Background: an optimization exercise with open tools, aiming at small area, a short achievable clock period and few clock cycles per item. Do not read the settings as production practice.
The RTL was checked by simulation tests, not by an equivalence proof against the original design.
No activity file was given, so power comes from the tool's default toggle rates.

## flow/constraint.sdc

```tcl
create_clock -name core_clock -period 12.0 [get_ports {clk}]
set_input_delay 2.4000 -clock core_clock [delete_from_list [all_inputs] [get_ports {clk}]]
set_output_delay 2.4000 -clock core_clock [all_outputs]
set_load 0.01 [all_outputs]
```

## flow/config.mk

```make
export PLATFORM = sky130hd
export DESIGN_NAME = fc_stream_layer
export DESIGN_NICKNAME = fc_stream_layer
export VERILOG_FILES = /design/flow/design.v
export SDC_FILE = /design/flow/constraint.sdc
export NUM_CORES = 4
export LEC_CHECK = 0
export CAP_MARGIN = 20
export CORE_MARGIN = 2
export CORE_UTILIZATION = 40
export SLEW_MARGIN = 20
```

## flow/design.v

```verilog
module fc_stream_layer #(
    parameter int unsigned N       = 16,
    parameter int unsigned Q       = 12,
    parameter int unsigned IN_LEN  = 8,
    parameter int unsigned OUT_LEN = 4,
    parameter int unsigned RELU    = 1
) (
    input  logic                clk,
    input  logic                global_rst,
    input  logic                ce,
    input  logic signed [N-1:0] data_in,
    input  logic                valid_in,
    input  logic                end_in,
    output logic                in_ready,
    input  logic                w_we,
    input  logic [7:0]          w_addr,
    input  logic [N-1:0]        w_data,
    output logic signed [N-1:0] data_out,
    output logic                valid_op,
    output logic                end_op,
    output logic                overflow
);
    localparam int unsigned ACC_W = 35;
    localparam logic [ACC_W-1:0] CMASK = 35'h7ffffffff;   
    logic [15:0] wram [36];
    always_ff @(posedge clk) begin
        if (w_we && !global_rst && w_addr < 8'd36)
            wram[w_addr[5:0]] <= w_data;
    end
    logic [15:0] x_q;        
    logic [2:0]  idx_q;      
    logic        v_q;        
    logic        first_q;    
    logic        last_q;     
    logic [2:0]  cnt;        
    logic        accept, ending;
    assign accept = ce && valid_in && in_ready && !global_rst;
    assign ending = accept && (end_in || cnt == 3'd7);
    always_ff @(posedge clk) begin
        x_q     <= data_in;
        idx_q   <= cnt;
        v_q     <= accept;
        first_q <= accept && (cnt == 3'd0);
        last_q  <= ending;
        if (global_rst)
            cnt <= '0;
        else if (accept)
            cnt <= ending ? 3'd0 : cnt + 3'd1;
    end
    logic [7:0] one, two, neg;
    logic [2:0] xb [8];
    always_comb begin
        for (int k = 0; k < 8; k++) begin
            xb[k] = {x_q[2*k+1], x_q[2*k], (k == 0) ? 1'b0 : x_q[2*k-1]};
            one[k] = v_q & (xb[k][1] ^ xb[k][0]);
            two[k] = v_q & ((xb[k] == 3'b100) | (xb[k] == 3'b011));
            neg[k] = v_q & xb[k][2];
        end
    end
    logic [ACC_W-1:0] acc_s [4];
    logic [ACC_W-1:0] acc_c [4];
    logic [ACC_W-1:0] mac_si [4];
    logic [ACC_W-1:0] mac_ci [4];
    logic [ACC_W-1:0] mac_so [4];
    logic [ACC_W-1:0] mac_co [4];
    for (genvar j = 0; j < 4; j++) begin : g_mac
        logic [15:0] wt, bias;
        assign wt   = wram[j * 8 + int'(idx_q)];
        assign bias = wram[32 + j];
        assign mac_si[j] = first_q ? {{7{bias[15]}}, bias, 12'd0} : acc_s[j];
        assign mac_ci[j] = first_q ? '0 : (acc_c[j] & CMASK);
        fc_stream_mac u_mac (
            .wt(wt), .one(one), .two(two), .neg(neg),
            .si(mac_si[j]), .ci(mac_ci[j]), .so(mac_so[j]), .co(mac_co[j])
        );
        always_ff @(posedge clk) begin
            acc_s[j] <= mac_so[j];
            acc_c[j] <= mac_co[j];
        end
    end
    logic [14:0] res [4];
    for (genvar j = 0; j < 4; j++) begin : g_res
        logic [ACC_W-1:0] full;
        assign full = acc_s[j] + (acc_c[j] & CMASK);
        assign res[j] = full[34] ? 15'd0 : (|full[33:27]) ? 15'h7fff : full[26:12];
    end
    logic        pend;       
    logic [2:0]  bcnt;       
    logic [14:0] ob1, ob2, ob3;
    logic [14:0] ob0;        
    logic        xfer, deliver;
    logic        pend_next;
    logic [2:0]  bcnt_next;
    assign xfer    = pend && (bcnt == 3'd0);
    assign deliver = ce && (bcnt != 3'd0);
    always_comb begin
        pend_next = last_q || (pend && !xfer);
        if (xfer)
            bcnt_next = ce ? 3'd3 : 3'd4;
        else if (deliver)
            bcnt_next = bcnt - 3'd1;
        else
            bcnt_next = bcnt;
    end
    always_ff @(posedge clk) begin
        if (xfer) begin
            ob0 <= res[0];
            ob1 <= res[1];
            ob2 <= res[2];
            ob3 <= res[3];
        end else if (deliver && bcnt != 3'd4) begin
            ob0 <= ob1;
            ob1 <= ob2;
            ob2 <= ob3;
        end
        end_op <= !xfer && (bcnt == 3'd1);
    end
    always_ff @(posedge clk) begin
        if (global_rst) begin
            pend     <= 1'b0;
            bcnt     <= '0;
            valid_op <= 1'b0;
            overflow <= 1'b0;
            in_ready <= 1'b1;
        end else begin
            pend     <= pend_next;
            bcnt     <= bcnt_next;
            valid_op <= ce && (xfer || bcnt != 3'd0);
            if (ce && valid_in && !in_ready)
                overflow <= 1'b1;
            in_ready <= !((pend_next || ending) && (bcnt_next != 3'd0))
                     && !(ending && pend_next);
        end
    end
    assign data_out = {1'b0, ob0};
endmodule
module fc_stream_mac (
    input  logic [15:0] wt,
    input  logic [7:0]  one,
    input  logic [7:0]  two,
    input  logic [7:0]  neg,
    input  logic [34:0] si,
    input  logic [34:0] ci,
    output logic [34:0] so,
    output logic [34:0] co
);
    logic [16:0] we;
    assign we = {wt[15], wt};
    logic [16:0] pp0;
    logic [16:0] pp1;
    logic [16:0] pp2;
    logic [16:0] pp3;
    logic [16:0] pp4;
    logic [16:0] pp5;
    logic [16:0] pp6;
    logic [16:0] pp7;
    always_comb begin
        pp0 = ({17{one[0]}} & we | {17{two[0]}} & {we[15:0], 1'b0}) ^ {17{neg[0]}};
        pp1 = ({17{one[1]}} & we | {17{two[1]}} & {we[15:0], 1'b0}) ^ {17{neg[1]}};
        pp2 = ({17{one[2]}} & we | {17{two[2]}} & {we[15:0], 1'b0}) ^ {17{neg[2]}};
        pp3 = ({17{one[3]}} & we | {17{two[3]}} & {we[15:0], 1'b0}) ^ {17{neg[3]}};
        pp4 = ({17{one[4]}} & we | {17{two[4]}} & {we[15:0], 1'b0}) ^ {17{neg[4]}};
        pp5 = ({17{one[5]}} & we | {17{two[5]}} & {we[15:0], 1'b0}) ^ {17{neg[5]}};
        pp6 = ({17{one[6]}} & we | {17{two[6]}} & {we[15:0], 1'b0}) ^ {17{neg[6]}};
        pp7 = ({17{one[7]}} & we | {17{two[7]}} & {we[15:0], 1'b0}) ^ {17{neg[7]}};
    end
    logic c2, c4, c6, c8, c10, c12, c14, c16, c18, c20, c22, c24, c26, c28, c30, c32;
    logic c34, c36, c38, c40, c42, c44, c46, c48, c50, c52, c54, c56, c58, c60, c62, c64;
    logic c66, c68, c70, c72, c74, c76, c78, c80, c82, c84, c86, c88, c90, c92, c94, c96;
    logic c98, c100, c102, c104, c106, c108, c110, c112, c114, c116, c118, c120, c122, c124, c126, c128;
    logic c130, c132, c134, c136, c138, c140, c142, c144, c146, c148, c150, c152, c154, c156, c158, c160;
    logic c162, c164, c166, c168, c170, c172, c174, c176, c178, c180, c182, c184, c186, c188, c190, c192;
    logic c194, c196, c198, c200, c202, c204, c206, c208, c210, c212, c214, c216, c218, c220, c222, c224;
    logic c226, c228, c230, c232, c234, c236, c238, c240, c242, c244, c246, c248, c250, c252, c254, c256;
    logic c258, c260, c262, c264, c266, c268, c270, c272, c274, c276, c278, c280, c282, c284, c286, c288;
    logic c290, c292, c294, c296, c298, c300, c302, c304, c306, c308, c310, c312, c314, c316, c318, c320;
    logic c322, c324, c326, c328, c330, c332, c334, c336, c338, c340, c342, c344, c346, c348, c350, c352;
    logic c354, c356, c358, c360, c362, c364, s1, s3, s5, s7, s9, s11, s13, s15, s17, s19;
    logic s21, s23, s25, s27, s29, s31, s33, s35, s37, s39, s41, s43, s45, s47, s49, s51;
    logic s53, s55, s57, s59, s61, s63, s65, s67, s69, s71, s73, s75, s77, s79, s81, s83;
    logic s85, s87, s89, s91, s93, s95, s97, s99, s101, s103, s105, s107, s109, s111, s113, s115;
    logic s117, s119, s121, s123, s125, s127, s129, s131, s133, s135, s137, s139, s141, s143, s145, s147;
    logic s149, s151, s153, s155, s157, s159, s161, s163, s165, s167, s169, s171, s173, s175, s177, s179;
    logic s181, s183, s185, s187, s189, s191, s193, s195, s197, s199, s201, s203, s205, s207, s209, s211;
    logic s213, s215, s217, s219, s221, s223, s225, s227, s229, s231, s233, s235, s237, s239, s241, s243;
    logic s245, s247, s249, s251, s253, s255, s257, s259, s261, s263, s265, s267, s269, s271, s273, s275;
    logic s277, s279, s281, s283, s285, s287, s289, s291, s293, s295, s297, s299, s301, s303, s305, s307;
    logic s309, s311, s313, s315, s317, s319, s321, s323, s325, s327, s329, s331, s333, s335, s337, s339;
    logic s341, s343, s345, s347, s349, s351, s353, s355, s357, s359, s361, s363;
    assign s1 = si[12] ^ ci[12];
    assign c2 = si[12] & ci[12];
    assign s3 = si[13] ^ ci[13];
    assign c4 = si[13] & ci[13];
    assign s5 = si[14] ^ ci[14] ^ pp0[14];
    assign c6 = (si[14] & ci[14]) | (si[14] & pp0[14]) | (ci[14] & pp0[14]);
    assign s7 = pp1[12] ^ pp2[10];
    assign c8 = pp1[12] & pp2[10];
    assign s9 = si[15] ^ ci[15] ^ pp0[15];
    assign c10 = (si[15] & ci[15]) | (si[15] & pp0[15]) | (ci[15] & pp0[15]);
    assign s11 = pp1[13] ^ pp2[11];
    assign c12 = pp1[13] & pp2[11];
    assign s13 = 1'b1 ^ si[16] ^ ci[16];
    assign c14 = (1'b1 & si[16]) | (1'b1 & ci[16]) | (si[16] & ci[16]);
    assign s15 = ~pp0[16] ^ pp1[14] ^ pp2[12];
    assign c16 = (~pp0[16] & pp1[14]) | (~pp0[16] & pp2[12]) | (pp1[14] & pp2[12]);
    assign s17 = 1'b1 ^ si[17] ^ ci[17];
    assign c18 = (1'b1 & si[17]) | (1'b1 & ci[17]) | (si[17] & ci[17]);
    assign s19 = pp1[15] ^ pp2[13];
    assign c20 = pp1[15] & pp2[13];
    assign s21 = si[18] ^ ci[18] ^ ~pp1[16];
    assign c22 = (si[18] & ci[18]) | (si[18] & ~pp1[16]) | (ci[18] & ~pp1[16]);
    assign s23 = 1'b1 ^ si[19];
    assign c24 = 1'b1 & si[19];
    assign s25 = si[6] ^ ci[6];
    assign c26 = si[6] & ci[6];
    assign s27 = si[7] ^ ci[7];
    assign c28 = si[7] & ci[7];
    assign s29 = si[8] ^ ci[8] ^ pp0[8];
    assign c30 = (si[8] & ci[8]) | (si[8] & pp0[8]) | (ci[8] & pp0[8]);
    assign s31 = pp1[6] ^ pp2[4];
    assign c32 = pp1[6] & pp2[4];
    assign s33 = si[9] ^ ci[9] ^ pp0[9];
    assign c34 = (si[9] & ci[9]) | (si[9] & pp0[9]) | (ci[9] & pp0[9]);
    assign s35 = pp1[7] ^ pp2[5];
    assign c36 = pp1[7] & pp2[5];
    assign s37 = si[10] ^ ci[10] ^ pp0[10];
    assign c38 = (si[10] & ci[10]) | (si[10] & pp0[10]) | (ci[10] & pp0[10]);
    assign s39 = pp1[8] ^ pp2[6] ^ pp3[4];
    assign c40 = (pp1[8] & pp2[6]) | (pp1[8] & pp3[4]) | (pp2[6] & pp3[4]);
    assign s41 = pp4[2] ^ pp5[0];
    assign c42 = pp4[2] & pp5[0];
    assign s43 = si[11] ^ ci[11] ^ pp0[11];
    assign c44 = (si[11] & ci[11]) | (si[11] & pp0[11]) | (ci[11] & pp0[11]);
    assign s45 = pp1[9] ^ pp2[7] ^ pp3[5];
    assign c46 = (pp1[9] & pp2[7]) | (pp1[9] & pp3[5]) | (pp2[7] & pp3[5]);
    assign s47 = pp4[3] ^ pp5[1];
    assign c48 = pp4[3] & pp5[1];
    assign s49 = s1 ^ pp0[12] ^ pp1[10];
    assign c50 = (s1 & pp0[12]) | (s1 & pp1[10]) | (pp0[12] & pp1[10]);
    assign s51 = pp2[8] ^ pp3[6] ^ pp4[4];
    assign c52 = (pp2[8] & pp3[6]) | (pp2[8] & pp4[4]) | (pp3[6] & pp4[4]);
    assign s53 = pp5[2] ^ pp6[0] ^ neg[6];
    assign c54 = (pp5[2] & pp6[0]) | (pp5[2] & neg[6]) | (pp6[0] & neg[6]);
    assign s55 = s3 ^ pp0[13] ^ pp1[11];
    assign c56 = (s3 & pp0[13]) | (s3 & pp1[11]) | (pp0[13] & pp1[11]);
    assign s57 = pp2[9] ^ pp3[7] ^ pp4[5];
    assign c58 = (pp2[9] & pp3[7]) | (pp2[9] & pp4[5]) | (pp3[7] & pp4[5]);
    assign s59 = pp5[3] ^ pp6[1] ^ c2;
    assign c60 = (pp5[3] & pp6[1]) | (pp5[3] & c2) | (pp6[1] & c2);
    assign s61 = s5 ^ s7 ^ pp3[8];
    assign c62 = (s5 & s7) | (s5 & pp3[8]) | (s7 & pp3[8]);
    assign s63 = pp4[6] ^ pp5[4] ^ pp6[2];
    assign c64 = (pp4[6] & pp5[4]) | (pp4[6] & pp6[2]) | (pp5[4] & pp6[2]);
    assign s65 = pp7[0] ^ neg[7] ^ c4;
    assign c66 = (pp7[0] & neg[7]) | (pp7[0] & c4) | (neg[7] & c4);
    assign s67 = s9 ^ s11 ^ pp3[9];
    assign c68 = (s9 & s11) | (s9 & pp3[9]) | (s11 & pp3[9]);
    assign s69 = pp4[7] ^ pp5[5] ^ pp6[3];
    assign c70 = (pp4[7] & pp5[5]) | (pp4[7] & pp6[3]) | (pp5[5] & pp6[3]);
    assign s71 = pp7[1] ^ c6 ^ c8;
    assign c72 = (pp7[1] & c6) | (pp7[1] & c8) | (c6 & c8);
    assign s73 = s13 ^ s15 ^ pp3[10];
    assign c74 = (s13 & s15) | (s13 & pp3[10]) | (s15 & pp3[10]);
    assign s75 = pp4[8] ^ pp5[6] ^ pp6[4];
    assign c76 = (pp4[8] & pp5[6]) | (pp4[8] & pp6[4]) | (pp5[6] & pp6[4]);
    assign s77 = pp7[2] ^ c10 ^ c12;
    assign c78 = (pp7[2] & c10) | (pp7[2] & c12) | (c10 & c12);
    assign s79 = s17 ^ s19 ^ pp3[11];
    assign c80 = (s17 & s19) | (s17 & pp3[11]) | (s19 & pp3[11]);
    assign s81 = pp4[9] ^ pp5[7] ^ pp6[5];
    assign c82 = (pp4[9] & pp5[7]) | (pp4[9] & pp6[5]) | (pp5[7] & pp6[5]);
    assign s83 = pp7[3] ^ c14 ^ c16;
    assign c84 = (pp7[3] & c14) | (pp7[3] & c16) | (c14 & c16);
    assign s85 = s21 ^ pp2[14] ^ pp3[12];
    assign c86 = (s21 & pp2[14]) | (s21 & pp3[12]) | (pp2[14] & pp3[12]);
    assign s87 = pp4[10] ^ pp5[8] ^ pp6[6];
    assign c88 = (pp4[10] & pp5[8]) | (pp4[10] & pp6[6]) | (pp5[8] & pp6[6]);
    assign s89 = pp7[4] ^ c18 ^ c20;
    assign c90 = (pp7[4] & c18) | (pp7[4] & c20) | (c18 & c20);
    assign s91 = s23 ^ ci[19] ^ pp2[15];
    assign c92 = (s23 & ci[19]) | (s23 & pp2[15]) | (ci[19] & pp2[15]);
    assign s93 = pp3[13] ^ pp4[11] ^ pp5[9];
    assign c94 = (pp3[13] & pp4[11]) | (pp3[13] & pp5[9]) | (pp4[11] & pp5[9]);
    assign s95 = pp6[7] ^ pp7[5] ^ c22;
    assign c96 = (pp6[7] & pp7[5]) | (pp6[7] & c22) | (pp7[5] & c22);
    assign s97 = si[20] ^ ci[20] ^ ~pp2[16];
    assign c98 = (si[20] & ci[20]) | (si[20] & ~pp2[16]) | (ci[20] & ~pp2[16]);
    assign s99 = pp3[14] ^ pp4[12] ^ pp5[10];
    assign c100 = (pp3[14] & pp4[12]) | (pp3[14] & pp5[10]) | (pp4[12] & pp5[10]);
    assign s101 = pp6[8] ^ pp7[6] ^ c24;
    assign c102 = (pp6[8] & pp7[6]) | (pp6[8] & c24) | (pp7[6] & c24);
    assign s103 = 1'b1 ^ si[21] ^ ci[21];
    assign c104 = (1'b1 & si[21]) | (1'b1 & ci[21]) | (si[21] & ci[21]);
    assign s105 = pp3[15] ^ pp4[13] ^ pp5[11];
    assign c106 = (pp3[15] & pp4[13]) | (pp3[15] & pp5[11]) | (pp4[13] & pp5[11]);
    assign s107 = pp6[9] ^ pp7[7];
    assign c108 = pp6[9] & pp7[7];
    assign s109 = si[22] ^ ci[22] ^ ~pp3[16];
    assign c110 = (si[22] & ci[22]) | (si[22] & ~pp3[16]) | (ci[22] & ~pp3[16]);
    assign s111 = pp4[14] ^ pp5[12] ^ pp6[10];
    assign c112 = (pp4[14] & pp5[12]) | (pp4[14] & pp6[10]) | (pp5[12] & pp6[10]);
    assign s113 = 1'b1 ^ si[23] ^ ci[23];
    assign c114 = (1'b1 & si[23]) | (1'b1 & ci[23]) | (si[23] & ci[23]);
    assign s115 = pp4[15] ^ pp5[13];
    assign c116 = pp4[15] & pp5[13];
    assign s117 = si[24] ^ ci[24] ^ ~pp4[16];
    assign c118 = (si[24] & ci[24]) | (si[24] & ~pp4[16]) | (ci[24] & ~pp4[16]);
    assign s119 = 1'b1 ^ si[25];
    assign c120 = 1'b1 & si[25];
    assign s121 = si[2] ^ ci[2];
    assign c122 = si[2] & ci[2];
    assign s123 = si[3] ^ ci[3];
    assign c124 = si[3] & ci[3];
    assign s125 = si[4] ^ ci[4] ^ pp0[4];
    assign c126 = (si[4] & ci[4]) | (si[4] & pp0[4]) | (ci[4] & pp0[4]);
    assign s127 = pp1[2] ^ pp2[0];
    assign c128 = pp1[2] & pp2[0];
    assign s129 = si[5] ^ ci[5] ^ pp0[5];
    assign c130 = (si[5] & ci[5]) | (si[5] & pp0[5]) | (ci[5] & pp0[5]);
    assign s131 = pp1[3] ^ pp2[1];
    assign c132 = pp1[3] & pp2[1];
    assign s133 = s25 ^ pp0[6] ^ pp1[4];
    assign c134 = (s25 & pp0[6]) | (s25 & pp1[4]) | (pp0[6] & pp1[4]);
    assign s135 = pp2[2] ^ pp3[0] ^ neg[3];
    assign c136 = (pp2[2] & pp3[0]) | (pp2[2] & neg[3]) | (pp3[0] & neg[3]);
    assign s137 = s27 ^ pp0[7] ^ pp1[5];
    assign c138 = (s27 & pp0[7]) | (s27 & pp1[5]) | (pp0[7] & pp1[5]);
    assign s139 = pp2[3] ^ pp3[1] ^ c26;
    assign c140 = (pp2[3] & pp3[1]) | (pp2[3] & c26) | (pp3[1] & c26);
    assign s141 = s29 ^ s31 ^ pp3[2];
    assign c142 = (s29 & s31) | (s29 & pp3[2]) | (s31 & pp3[2]);
    assign s143 = pp4[0] ^ neg[4] ^ c28;
    assign c144 = (pp4[0] & neg[4]) | (pp4[0] & c28) | (neg[4] & c28);
    assign s145 = s33 ^ s35 ^ pp3[3];
    assign c146 = (s33 & s35) | (s33 & pp3[3]) | (s35 & pp3[3]);
    assign s147 = pp4[1] ^ c30 ^ c32;
    assign c148 = (pp4[1] & c30) | (pp4[1] & c32) | (c30 & c32);
    assign s149 = s37 ^ s39 ^ s41;
    assign c150 = (s37 & s39) | (s37 & s41) | (s39 & s41);
    assign s151 = neg[5] ^ c34 ^ c36;
    assign c152 = (neg[5] & c34) | (neg[5] & c36) | (c34 & c36);
    assign s153 = s43 ^ s45 ^ s47;
    assign c154 = (s43 & s45) | (s43 & s47) | (s45 & s47);
    assign s155 = c38 ^ c40 ^ c42;
    assign c156 = (c38 & c40) | (c38 & c42) | (c40 & c42);
    assign s157 = s49 ^ s51 ^ s53;
    assign c158 = (s49 & s51) | (s49 & s53) | (s51 & s53);
    assign s159 = c44 ^ c46 ^ c48;
    assign c160 = (c44 & c46) | (c44 & c48) | (c46 & c48);
    assign s161 = s55 ^ s57 ^ s59;
    assign c162 = (s55 & s57) | (s55 & s59) | (s57 & s59);
    assign s163 = c50 ^ c52 ^ c54;
    assign c164 = (c50 & c52) | (c50 & c54) | (c52 & c54);
    assign s165 = s61 ^ s63 ^ s65;
    assign c166 = (s61 & s63) | (s61 & s65) | (s63 & s65);
    assign s167 = c56 ^ c58 ^ c60;
    assign c168 = (c56 & c58) | (c56 & c60) | (c58 & c60);
    assign s169 = s67 ^ s69 ^ s71;
    assign c170 = (s67 & s69) | (s67 & s71) | (s69 & s71);
    assign s171 = c62 ^ c64 ^ c66;
    assign c172 = (c62 & c64) | (c62 & c66) | (c64 & c66);
    assign s173 = s73 ^ s75 ^ s77;
    assign c174 = (s73 & s75) | (s73 & s77) | (s75 & s77);
    assign s175 = c68 ^ c70 ^ c72;
    assign c176 = (c68 & c70) | (c68 & c72) | (c70 & c72);
    assign s177 = s79 ^ s81 ^ s83;
    assign c178 = (s79 & s81) | (s79 & s83) | (s81 & s83);
    assign s179 = c74 ^ c76 ^ c78;
    assign c180 = (c74 & c76) | (c74 & c78) | (c76 & c78);
    assign s181 = s85 ^ s87 ^ s89;
    assign c182 = (s85 & s87) | (s85 & s89) | (s87 & s89);
    assign s183 = c80 ^ c82 ^ c84;
    assign c184 = (c80 & c82) | (c80 & c84) | (c82 & c84);
    assign s185 = s91 ^ s93 ^ s95;
    assign c186 = (s91 & s93) | (s91 & s95) | (s93 & s95);
    assign s187 = c86 ^ c88 ^ c90;
    assign c188 = (c86 & c88) | (c86 & c90) | (c88 & c90);
    assign s189 = s97 ^ s99 ^ s101;
    assign c190 = (s97 & s99) | (s97 & s101) | (s99 & s101);
    assign s191 = c92 ^ c94 ^ c96;
    assign c192 = (c92 & c94) | (c92 & c96) | (c94 & c96);
    assign s193 = s103 ^ s105 ^ s107;
    assign c194 = (s103 & s105) | (s103 & s107) | (s105 & s107);
    assign s195 = c98 ^ c100 ^ c102;
    assign c196 = (c98 & c100) | (c98 & c102) | (c100 & c102);
    assign s197 = s109 ^ s111 ^ pp7[8];
    assign c198 = (s109 & s111) | (s109 & pp7[8]) | (s111 & pp7[8]);
    assign s199 = c104 ^ c106 ^ c108;
    assign c200 = (c104 & c106) | (c104 & c108) | (c106 & c108);
    assign s201 = s113 ^ s115 ^ pp6[11];
    assign c202 = (s113 & s115) | (s113 & pp6[11]) | (s115 & pp6[11]);
    assign s203 = pp7[9] ^ c110 ^ c112;
    assign c204 = (pp7[9] & c110) | (pp7[9] & c112) | (c110 & c112);
    assign s205 = s117 ^ pp5[14] ^ pp6[12];
    assign c206 = (s117 & pp5[14]) | (s117 & pp6[12]) | (pp5[14] & pp6[12]);
    assign s207 = pp7[10] ^ c114 ^ c116;
    assign c208 = (pp7[10] & c114) | (pp7[10] & c116) | (c114 & c116);
    assign s209 = s119 ^ ci[25] ^ pp5[15];
    assign c210 = (s119 & ci[25]) | (s119 & pp5[15]) | (ci[25] & pp5[15]);
    assign s211 = pp6[13] ^ pp7[11] ^ c118;
    assign c212 = (pp6[13] & pp7[11]) | (pp6[13] & c118) | (pp7[11] & c118);
    assign s213 = si[26] ^ ci[26] ^ ~pp5[16];
    assign c214 = (si[26] & ci[26]) | (si[26] & ~pp5[16]) | (ci[26] & ~pp5[16]);
    assign s215 = pp6[14] ^ pp7[12] ^ c120;
    assign c216 = (pp6[14] & pp7[12]) | (pp6[14] & c120) | (pp7[12] & c120);
    assign s217 = 1'b1 ^ si[27] ^ ci[27];
    assign c218 = (1'b1 & si[27]) | (1'b1 & ci[27]) | (si[27] & ci[27]);
    assign s219 = pp6[15] ^ pp7[13];
    assign c220 = pp6[15] & pp7[13];
    assign s221 = si[28] ^ ci[28] ^ ~pp6[16];
    assign c222 = (si[28] & ci[28]) | (si[28] & ~pp6[16]) | (ci[28] & ~pp6[16]);
    assign s223 = 1'b1 ^ si[29];
    assign c224 = 1'b1 & si[29];
    assign s225 = si[0] ^ ci[0];
    assign c226 = si[0] & ci[0];
    assign s227 = si[1] ^ ci[1];
    assign c228 = si[1] & ci[1];
    assign s229 = s121 ^ pp0[2] ^ pp1[0];
    assign c230 = (s121 & pp0[2]) | (s121 & pp1[0]) | (pp0[2] & pp1[0]);
    assign s231 = s123 ^ pp0[3] ^ pp1[1];
    assign c232 = (s123 & pp0[3]) | (s123 & pp1[1]) | (pp0[3] & pp1[1]);
    assign s233 = s125 ^ s127 ^ neg[2];
    assign c234 = (s125 & s127) | (s125 & neg[2]) | (s127 & neg[2]);
    assign s235 = s129 ^ s131 ^ c126;
    assign c236 = (s129 & s131) | (s129 & c126) | (s131 & c126);
    assign s237 = s133 ^ s135 ^ c130;
    assign c238 = (s133 & s135) | (s133 & c130) | (s135 & c130);
    assign s239 = s137 ^ s139 ^ c134;
    assign c240 = (s137 & s139) | (s137 & c134) | (s139 & c134);
    assign s241 = s141 ^ s143 ^ c138;
    assign c242 = (s141 & s143) | (s141 & c138) | (s143 & c138);
    assign s243 = s145 ^ s147 ^ c142;
    assign c244 = (s145 & s147) | (s145 & c142) | (s147 & c142);
    assign s245 = s149 ^ s151 ^ c146;
    assign c246 = (s149 & s151) | (s149 & c146) | (s151 & c146);
    assign s247 = s153 ^ s155 ^ c150;
    assign c248 = (s153 & s155) | (s153 & c150) | (s155 & c150);
    assign s249 = s157 ^ s159 ^ c154;
    assign c250 = (s157 & s159) | (s157 & c154) | (s159 & c154);
    assign s251 = s161 ^ s163 ^ c158;
    assign c252 = (s161 & s163) | (s161 & c158) | (s163 & c158);
    assign s253 = s165 ^ s167 ^ c162;
    assign c254 = (s165 & s167) | (s165 & c162) | (s167 & c162);
    assign s255 = s169 ^ s171 ^ c166;
    assign c256 = (s169 & s171) | (s169 & c166) | (s171 & c166);
    assign s257 = s173 ^ s175 ^ c170;
    assign c258 = (s173 & s175) | (s173 & c170) | (s175 & c170);
    assign s259 = s177 ^ s179 ^ c174;
    assign c260 = (s177 & s179) | (s177 & c174) | (s179 & c174);
    assign s261 = s181 ^ s183 ^ c178;
    assign c262 = (s181 & s183) | (s181 & c178) | (s183 & c178);
    assign s263 = s185 ^ s187 ^ c182;
    assign c264 = (s185 & s187) | (s185 & c182) | (s187 & c182);
    assign s265 = s189 ^ s191 ^ c186;
    assign c266 = (s189 & s191) | (s189 & c186) | (s191 & c186);
    assign s267 = s193 ^ s195 ^ c190;
    assign c268 = (s193 & s195) | (s193 & c190) | (s195 & c190);
    assign s269 = s197 ^ s199 ^ c194;
    assign c270 = (s197 & s199) | (s197 & c194) | (s199 & c194);
    assign s271 = s201 ^ s203 ^ c198;
    assign c272 = (s201 & s203) | (s201 & c198) | (s203 & c198);
    assign s273 = s205 ^ s207 ^ c202;
    assign c274 = (s205 & s207) | (s205 & c202) | (s207 & c202);
    assign s275 = s209 ^ s211 ^ c206;
    assign c276 = (s209 & s211) | (s209 & c206) | (s211 & c206);
    assign s277 = s213 ^ s215 ^ c210;
    assign c278 = (s213 & s215) | (s213 & c210) | (s215 & c210);
    assign s279 = s217 ^ s219 ^ c214;
    assign c280 = (s217 & s219) | (s217 & c214) | (s219 & c214);
    assign s281 = s221 ^ pp7[14] ^ c218;
    assign c282 = (s221 & pp7[14]) | (s221 & c218) | (pp7[14] & c218);
    assign s283 = s223 ^ ci[29] ^ pp7[15];
    assign c284 = (s223 & ci[29]) | (s223 & pp7[15]) | (ci[29] & pp7[15]);
    assign s285 = si[30] ^ ci[30] ^ ~pp7[16];
    assign c286 = (si[30] & ci[30]) | (si[30] & ~pp7[16]) | (ci[30] & ~pp7[16]);
    assign s287 = 1'b1 ^ si[31];
    assign c288 = 1'b1 & si[31];
    assign s289 = 1'b1 ^ si[32];
    assign c290 = 1'b1 & si[32];
    assign s291 = 1'b1 ^ si[33];
    assign c292 = 1'b1 & si[33];
    assign s293 = 1'b1 ^ si[34];
    assign c294 = 1'b1 & si[34];
    assign s295 = s225 ^ pp0[0];
    assign c296 = s225 & pp0[0];
    assign s297 = s227 ^ pp0[1] ^ c226;
    assign c298 = (s227 & pp0[1]) | (s227 & c226) | (pp0[1] & c226);
    assign s299 = s229 ^ neg[1] ^ c228;
    assign c300 = (s229 & neg[1]) | (s229 & c228) | (neg[1] & c228);
    assign s301 = s231 ^ c122 ^ c230;
    assign c302 = (s231 & c122) | (s231 & c230) | (c122 & c230);
    assign s303 = s233 ^ c124 ^ c232;
    assign c304 = (s233 & c124) | (s233 & c232) | (c124 & c232);
    assign s305 = s235 ^ c128 ^ c234;
    assign c306 = (s235 & c128) | (s235 & c234) | (c128 & c234);
    assign s307 = s237 ^ c132 ^ c236;
    assign c308 = (s237 & c132) | (s237 & c236) | (c132 & c236);
    assign s309 = s239 ^ c136 ^ c238;
    assign c310 = (s239 & c136) | (s239 & c238) | (c136 & c238);
    assign s311 = s241 ^ c140 ^ c240;
    assign c312 = (s241 & c140) | (s241 & c240) | (c140 & c240);
    assign s313 = s243 ^ c144 ^ c242;
    assign c314 = (s243 & c144) | (s243 & c242) | (c144 & c242);
    assign s315 = s245 ^ c148 ^ c244;
    assign c316 = (s245 & c148) | (s245 & c244) | (c148 & c244);
    assign s317 = s247 ^ c152 ^ c246;
    assign c318 = (s247 & c152) | (s247 & c246) | (c152 & c246);
    assign s319 = s249 ^ c156 ^ c248;
    assign c320 = (s249 & c156) | (s249 & c248) | (c156 & c248);
    assign s321 = s251 ^ c160 ^ c250;
    assign c322 = (s251 & c160) | (s251 & c250) | (c160 & c250);
    assign s323 = s253 ^ c164 ^ c252;
    assign c324 = (s253 & c164) | (s253 & c252) | (c164 & c252);
    assign s325 = s255 ^ c168 ^ c254;
    assign c326 = (s255 & c168) | (s255 & c254) | (c168 & c254);
    assign s327 = s257 ^ c172 ^ c256;
    assign c328 = (s257 & c172) | (s257 & c256) | (c172 & c256);
    assign s329 = s259 ^ c176 ^ c258;
    assign c330 = (s259 & c176) | (s259 & c258) | (c176 & c258);
    assign s331 = s261 ^ c180 ^ c260;
    assign c332 = (s261 & c180) | (s261 & c260) | (c180 & c260);
    assign s333 = s263 ^ c184 ^ c262;
    assign c334 = (s263 & c184) | (s263 & c262) | (c184 & c262);
    assign s335 = s265 ^ c188 ^ c264;
    assign c336 = (s265 & c188) | (s265 & c264) | (c188 & c264);
    assign s337 = s267 ^ c192 ^ c266;
    assign c338 = (s267 & c192) | (s267 & c266) | (c192 & c266);
    assign s339 = s269 ^ c196 ^ c268;
    assign c340 = (s269 & c196) | (s269 & c268) | (c196 & c268);
    assign s341 = s271 ^ c200 ^ c270;
    assign c342 = (s271 & c200) | (s271 & c270) | (c200 & c270);
    assign s343 = s273 ^ c204 ^ c272;
    assign c344 = (s273 & c204) | (s273 & c272) | (c204 & c272);
    assign s345 = s275 ^ c208 ^ c274;
    assign c346 = (s275 & c208) | (s275 & c274) | (c208 & c274);
    assign s347 = s277 ^ c212 ^ c276;
    assign c348 = (s277 & c212) | (s277 & c276) | (c212 & c276);
    assign s349 = s279 ^ c216 ^ c278;
    assign c350 = (s279 & c216) | (s279 & c278) | (c216 & c278);
    assign s351 = s281 ^ c220 ^ c280;
    assign c352 = (s281 & c220) | (s281 & c280) | (c220 & c280);
    assign s353 = s283 ^ c222 ^ c282;
    assign c354 = (s283 & c222) | (s283 & c282) | (c222 & c282);
    assign s355 = s285 ^ c224 ^ c284;
    assign c356 = (s285 & c224) | (s285 & c284) | (c224 & c284);
    assign s357 = s287 ^ ci[31] ^ c286;
    assign c358 = (s287 & ci[31]) | (s287 & c286) | (ci[31] & c286);
    assign s359 = s289 ^ ci[32] ^ c288;
    assign c360 = (s289 & ci[32]) | (s289 & c288) | (ci[32] & c288);
    assign s361 = s291 ^ ci[33] ^ c290;
    assign c362 = (s291 & ci[33]) | (s291 & c290) | (ci[33] & c290);
    assign s363 = s293 ^ ci[34] ^ c292;
    assign c364 = (s293 & ci[34]) | (s293 & c292) | (ci[34] & c292);
    assign so[0] = s295;
    assign co[0] = neg[0];
    assign so[1] = s297;
    assign co[1] = c296;
    assign so[2] = s299;
    assign co[2] = c298;
    assign so[3] = s301;
    assign co[3] = c300;
    assign so[4] = s303;
    assign co[4] = c302;
    assign so[5] = s305;
    assign co[5] = c304;
    assign so[6] = s307;
    assign co[6] = c306;
    assign so[7] = s309;
    assign co[7] = c308;
    assign so[8] = s311;
    assign co[8] = c310;
    assign so[9] = s313;
    assign co[9] = c312;
    assign so[10] = s315;
    assign co[10] = c314;
    assign so[11] = s317;
    assign co[11] = c316;
    assign so[12] = s319;
    assign co[12] = c318;
    assign so[13] = s321;
    assign co[13] = c320;
    assign so[14] = s323;
    assign co[14] = c322;
    assign so[15] = s325;
    assign co[15] = c324;
    assign so[16] = s327;
    assign co[16] = c326;
    assign so[17] = s329;
    assign co[17] = c328;
    assign so[18] = s331;
    assign co[18] = c330;
    assign so[19] = s333;
    assign co[19] = c332;
    assign so[20] = s335;
    assign co[20] = c334;
    assign so[21] = s337;
    assign co[21] = c336;
    assign so[22] = s339;
    assign co[22] = c338;
    assign so[23] = s341;
    assign co[23] = c340;
    assign so[24] = s343;
    assign co[24] = c342;
    assign so[25] = s345;
    assign co[25] = c344;
    assign so[26] = s347;
    assign co[26] = c346;
    assign so[27] = s349;
    assign co[27] = c348;
    assign so[28] = s351;
    assign co[28] = c350;
    assign so[29] = s353;
    assign co[29] = c352;
    assign so[30] = s355;
    assign co[30] = c354;
    assign so[31] = s357;
    assign co[31] = c356;
    assign so[32] = s359;
    assign co[32] = c358;
    assign so[33] = s361;
    assign co[33] = c360;
    assign so[34] = s363;
    assign co[34] = c362;
endmodule
```

## flow/run.sh

```bash
#!/bin/bash
# synth_recipe.tcl (not shown) runs the flow's synth.tcl, then flattens the netlist and writes it again
# the make line also repeats each setting of config.mk as NAME=value (left out here)
make -C /OpenROAD-flow-scripts/flow DESIGN_CONFIG=/design/flow/config.mk WORK_HOME=/design/flow/orfs CLKGATE_MAP_FILE= SYNTH_SCRIPT=/design/flow/synth_recipe.tcl finish
```

==> metrics list <==
* Postcts setup bufs: 0
- Maxcap violations: 0
- For this configuration, the core starts out at a cell density of 0.403.
* Data arrival time at the worst-slack endpoint: 6960 ps
* Relative contribution of sequential cells to total power: 0.301
- For the worst-skew pair, the clock arrives at the later sink with an insertion delay of 770 ps.
- After detailed routing, the total wire length is 198000 um.
- Detailed placement finished with a half-perimeter wire length of 130000 um.
- Of all cell types, the one taking the most synthesized area is sky130_fd_sc_hd__edfxtp_1.
- Number of global-route vias before repair: 45.1k
- After synthesis, the largest family of logic cells by area is adder cells.
- In this run the static leakage power is 27.5 nW.
- Routed Antenna Nets: 0
- Root Buffer: sky130_fd_sc_hd__clkbuf_16
- Along the worst path, the maximum fanout reaches 51.
* Synthesized net count: 6383
- The share of total power dissipated in combinational logic is 0.469.
- Dividing the detail-routed via count by the number of cells gives 5.69.
* Multi-input gate area: 35700 sq um
- Clock-pin slew was measured on the worst setup and hold paths at 60 ps.
* Total Neg Setup Slack: 0 ps
- Worst Setup Path Type: flip-flop to flip-flop
- CP peak stage delay: 870 ps
- Most numerous cell in the Yosys netlist: sky130_fd_sc_hd__inv_1
- In this run the standard cell core region covers 160000 sq um.
- Switching part of the total power: 0.398
- Top area cells in the synthesized netlist: sky130_fd_sc_hd__edfxtp_1 30%, sky130_fd_sc_hd__fa_1 18%, sky130_fd_sc_hd__dfxtp_1 9.6%
* Count of H-tree levels built during CTS: 3
- Total GRT Usage: 0.240
* Slew of the pin with the lowest slew margin: 1200 ps
* Cell-by-cell listing of the critical path: buf_4 > buf_4 > mux4_2 > mux2i_2 > o22ai_1 > xnor2_1 > ha_1 > inv_1 > fa_1 > inv_1 > fa_1 > inv_1 > fa_1 > inv_1 > fa_1
* Run status: finished clean
* Count of instances resized after the clock tree is built: 0
- Share of the clock period used by the worst path after layout: 0.532
- Syn. warnings: 16
- Via count: 44.0k
- Input and output buffers added on the ports amount to 64.
- In this run the power spent charging and discharging nets is 5.77 mW.
- Post-cts hold buffer count: 0
- The worst setup path is captured at a flip-flop.
- The path class of the tightest hold or removal check is flip-flop to flip-flop.
* Final #Nets: 6359
* Flip-flop cell with the highest count after synthesis: sky130_fd_sc_hd__edfxtp_1
- The number of pins exceeding their max-slew limit in the final report was 0.
* Largest net degree at the start of global routing: 135
- Timing analysis after detailed placement gives a worst setup slack of 5630 ps.
- For this block, the initial DRC count from the detailed router was 4658.
* Area growth syn-to-layout: 10.8%
* Number of flops mapped to enable cells by yosys: 636
- Number of antenna violations at the first check in global routing: 12
- Counting along the longest clock path gives a buffer depth of 3.
- The first TritonRoute pass finished after 6 iterations.
- GP Congestion: 0.919
- Counting flops and latches in the post-synthesis netlist gives 946.
- Max Freq: 157 MHz
* Post-route DRC violation count: 0
- In this run the vertical extent of the chip is 406 um.
- The compound-cell area share of the yosys netlist is 0.103.
- For this design the ratio of total power to cell area is 202 nW/um^2.
- Of the total synthesized cell area, the portion taken by XOR and XNOR cells is 0.0837.
- Cell area after synthesis: 64600 sq um
* Synth top cells by count: 666 x sky130_fd_sc_hd__inv_1, 636 x sky130_fd_sc_hd__edfxtp_1, 576 x sky130_fd_sc_hd__fa_1
* VDD IR max: 0.000135 V
- Of the synthesized area, sequential elements account for 0.392.
- Final hold vios: 0
- The number of buffers and inverters on the critical path is 6.
- Across the whole layout, storage elements account for 25300 sq um.
- The kind of cell with the highest combined delay along the critical path is adder cells.
- Internal Pwr Total: 8.71 mW
- Congestion Overflow GR: 0
* Number of clock sinks: 946
- Layout fillers: 14.8k
- On the final layout, the worst clock skew is 73.1 ps.
* Worst setup slack after layout: 5610 ps
* Minimum clock period: 6390 ps
- Share of synthesized cell area in full adder, half adder and majority cells: 0.228
* Part of the total power dissipated in the clock network: 0.231
* Setup repair after global routing missed its margin: no
- Count of unique library cells instantiated by Yosys: 85
* Pwr Total: 14.5 mW
- Floorplan die area: 165000 sq um
- Avg Inst Size Synth: 11.7 sq um
- Among all stages on the critical path, the largest delay is contributed by sky130_fd_sc_hd__mux2i_2.
* Cts bufs inserted: 107
* Die width: 406 um
* CP required: 12580 ps
- Share of final-layout standard cells stronger than drive strength 1: 0.107
- Setup violations remaining at the end of the flow were counted as 0.
* Synth async-reset ratio: 0
- Boundary Pins: 66
* Area share of the largest cell type after synthesis: 0.296
- The worst setup path is launched from a flip-flop.
- In this run the core area contains 147 standard-cell rows.
- In the synthesized netlist, the number of instances is 5505.
* Final Cell Area: 71600 sq um
- TritonCTS built the clock tree.
* Wire length per cell after detailed routing: 25.6 um
* Worst-case headroom to the max-slew limit: 0.197
* Portion of netlist area occupied by mux cells: 0.0709
* Post-Synth Simple-Gate Area: 0.0628
- Post-detailed-placement cell area: 67900 sq um
* Wire length of the first global-routing pass: 294000 um
stage by stage:
| step | hold WS [ps] | utilization | std cells |
|---|---|---|---|
| finish | 401 | 0.446 | 7736 |
| global route | 434 | 0.446 | 7730 |
| CTS | 411 | 0.446 | 7729 |
| detailed placement | 390 | 0.424 | 7531 |
| global placement | 403 | 0.423 | 7531 |
| floorplan | 368 | - | 5505 |
cell type report:
class,instances,area share
antenna,6,0.000210
clock buffer,138,0.0402
clock inverter,60,0.00969
inverter,672,0.0353
multi-input combinational,3542,0.499
sequential,946,0.354
tap,2160,0.0378
timing repair buffer,212,0.0238
worst register-to-register path, stage by stage, from the launching register on:
cell and delay (ps):
sky130_fd_sc_hd__dfxtp_4 820, sky130_fd_sc_hd__buf_4 700, sky130_fd_sc_hd__buf_4 660, sky130_fd_sc_hd__mux4_2 430
sky130_fd_sc_hd__mux2i_2 870, sky130_fd_sc_hd__o22ai_1 210, sky130_fd_sc_hd__xnor2_1 200, sky130_fd_sc_hd__ha_1 170
sky130_fd_sc_hd__inv_1 60, sky130_fd_sc_hd__fa_1 530, sky130_fd_sc_hd__inv_1 50, sky130_fd_sc_hd__fa_1 530
sky130_fd_sc_hd__inv_1 50, sky130_fd_sc_hd__fa_1 470, sky130_fd_sc_hd__inv_1 50, sky130_fd_sc_hd__fa_1 420
placed cells by master (no fill, tap or decap), types with 14 or more instances in the layout:
cell and count:
sky130_fd_sc_hd__nand3_1 27, sky130_fd_sc_hd__a21o_1 51, sky130_fd_sc_hd__a211oi_1 34, sky130_fd_sc_hd__buf_2 14
sky130_fd_sc_hd__fa_1 576, sky130_fd_sc_hd__mux2i_2 34, sky130_fd_sc_hd__edfxtp_1 636, sky130_fd_sc_hd__mux2_2 43
sky130_fd_sc_hd__clkdlybuf4s50_1 48, sky130_fd_sc_hd__inv_1 665, sky130_fd_sc_hd__nand2_2 17, sky130_fd_sc_hd__clkbuf_1 24
sky130_fd_sc_hd__and2_1 24, sky130_fd_sc_hd__mux4_2 128, sky130_fd_sc_hd__a22o_1 25, sky130_fd_sc_hd__nor3_1 38
sky130_fd_sc_hd__a22oi_1 44, sky130_fd_sc_hd__buf_4 148, sky130_fd_sc_hd__nand4_1 26, sky130_fd_sc_hd__o211ai_1 30
sky130_fd_sc_hd__mux2i_1 84, sky130_fd_sc_hd__clkinv_1 17, sky130_fd_sc_hd__o21ai_0 81, sky130_fd_sc_hd__nor2b_1 192
sky130_fd_sc_hd__and3_1 20, sky130_fd_sc_hd__dfxtp_1 303, sky130_fd_sc_hd__o21bai_1 18, sky130_fd_sc_hd__clkbuf_16 108
sky130_fd_sc_hd__xor2_1 195, sky130_fd_sc_hd__xnor2_1 419, sky130_fd_sc_hd__a31oi_1 26, sky130_fd_sc_hd__a21oi_1 189
sky130_fd_sc_hd__nand2b_1 70, sky130_fd_sc_hd__o21a_1 21, sky130_fd_sc_hd__clkinv_2 20, sky130_fd_sc_hd__ha_1 256
sky130_fd_sc_hd__o22ai_1 424, sky130_fd_sc_hd__nand2_1 150, sky130_fd_sc_hd__nor2_1 154
sequential cells by signal, indices dropped and copies added, names as in the netlist:
signal and flops:
acc_c 137, acc_s 140, bcnt 3, cnt 3
end_op 1, first_q 1, idx_q 3, in_ready 1
last_q 1, ob0 15, ob1 15, ob2 15
ob3 15, overflow 1, pend 1, v_q 1
valid_op 1, wram 576, x_q 16
worst paths after layout:
kind	from	endpoint	slack, ps	depth (start not counted)
worst max-delay path	idx_q[1]$_DFF_P_	acc_s[3][15]$_DFF_P_	5610	15
worst min-delay path	cnt[1]$_SDFFE_PP0P_	idx_q[1]$_DFF_P_	400	0
worst max register to register	idx_q[1]$_DFF_P_	acc_s[3][15]$_DFF_P_	5610	15
worst min register to register	cnt[1]$_SDFFE_PP0P_	idx_q[1]$_DFF_P_	400	0
kinds of logic (layout without fill, tap and decap cells):
family / count (synthesis) / after routing
AO/OA/AOI/OAI: 1024 / 1024
XOR/XNOR: 615 / 615
adder cells (fa/ha/maj): 832 / 832
buffers and inverters: 1017 / 1082
flip-flops: 946 / 946
multiplexers: 292 / 292
other: 1 / 7
AND/OR/NAND/NOR: 778 / 778
per-layer routing:
layer | global-route usage | wire length (um)
met2 | 0.386 | 91000
met4 | 0.0857 | 7210
met5 | 0 | 40
met1 | 0.319 | 81600
met3 | 0.0528 | 18400
power groups by stage:
stage	clock, mW	sequential (mW)	combinational [mW]
after floorplan	0	4.27	4.93
after global placement	0	4.41	6.55
after detailed placement	0	4.41	6.75
after CTS	3.42	4.35	6.79
after global routing	3.53	4.39	7.72
final	3.34	4.35	6.78
Testbench counts, summed over its fixed seeds: cycles 8,232, frames 1,024.

port drivers added, routing unchanged:
The results above use ideal ports. As a check the final layout listed here was re-extracted and re-timed, cells and wires unchanged.
Step 1: set_driving_cell puts a clkbuf_16 on clk and a buf_2 on each other input, an assumption about the parent block.
Step 2 also shifts input and output timing later by t, the mid clock arrival at the registers, as if the neighbouring blocks saw the same clock.
a / b / c = ideal ports / drivers / drivers and shift; a / b = the first two.
shift t [ns]: 0.808
slack for setup (ns): 5.612 / 5.612 / 5.612
worst setup path after step 2: register to register
pins driven straight from the clock port: 1
After both steps setup and hold are still met in this run. The setup slack of this run moves by 0.000 ns with the drivers and by 0.000 ns with both steps.
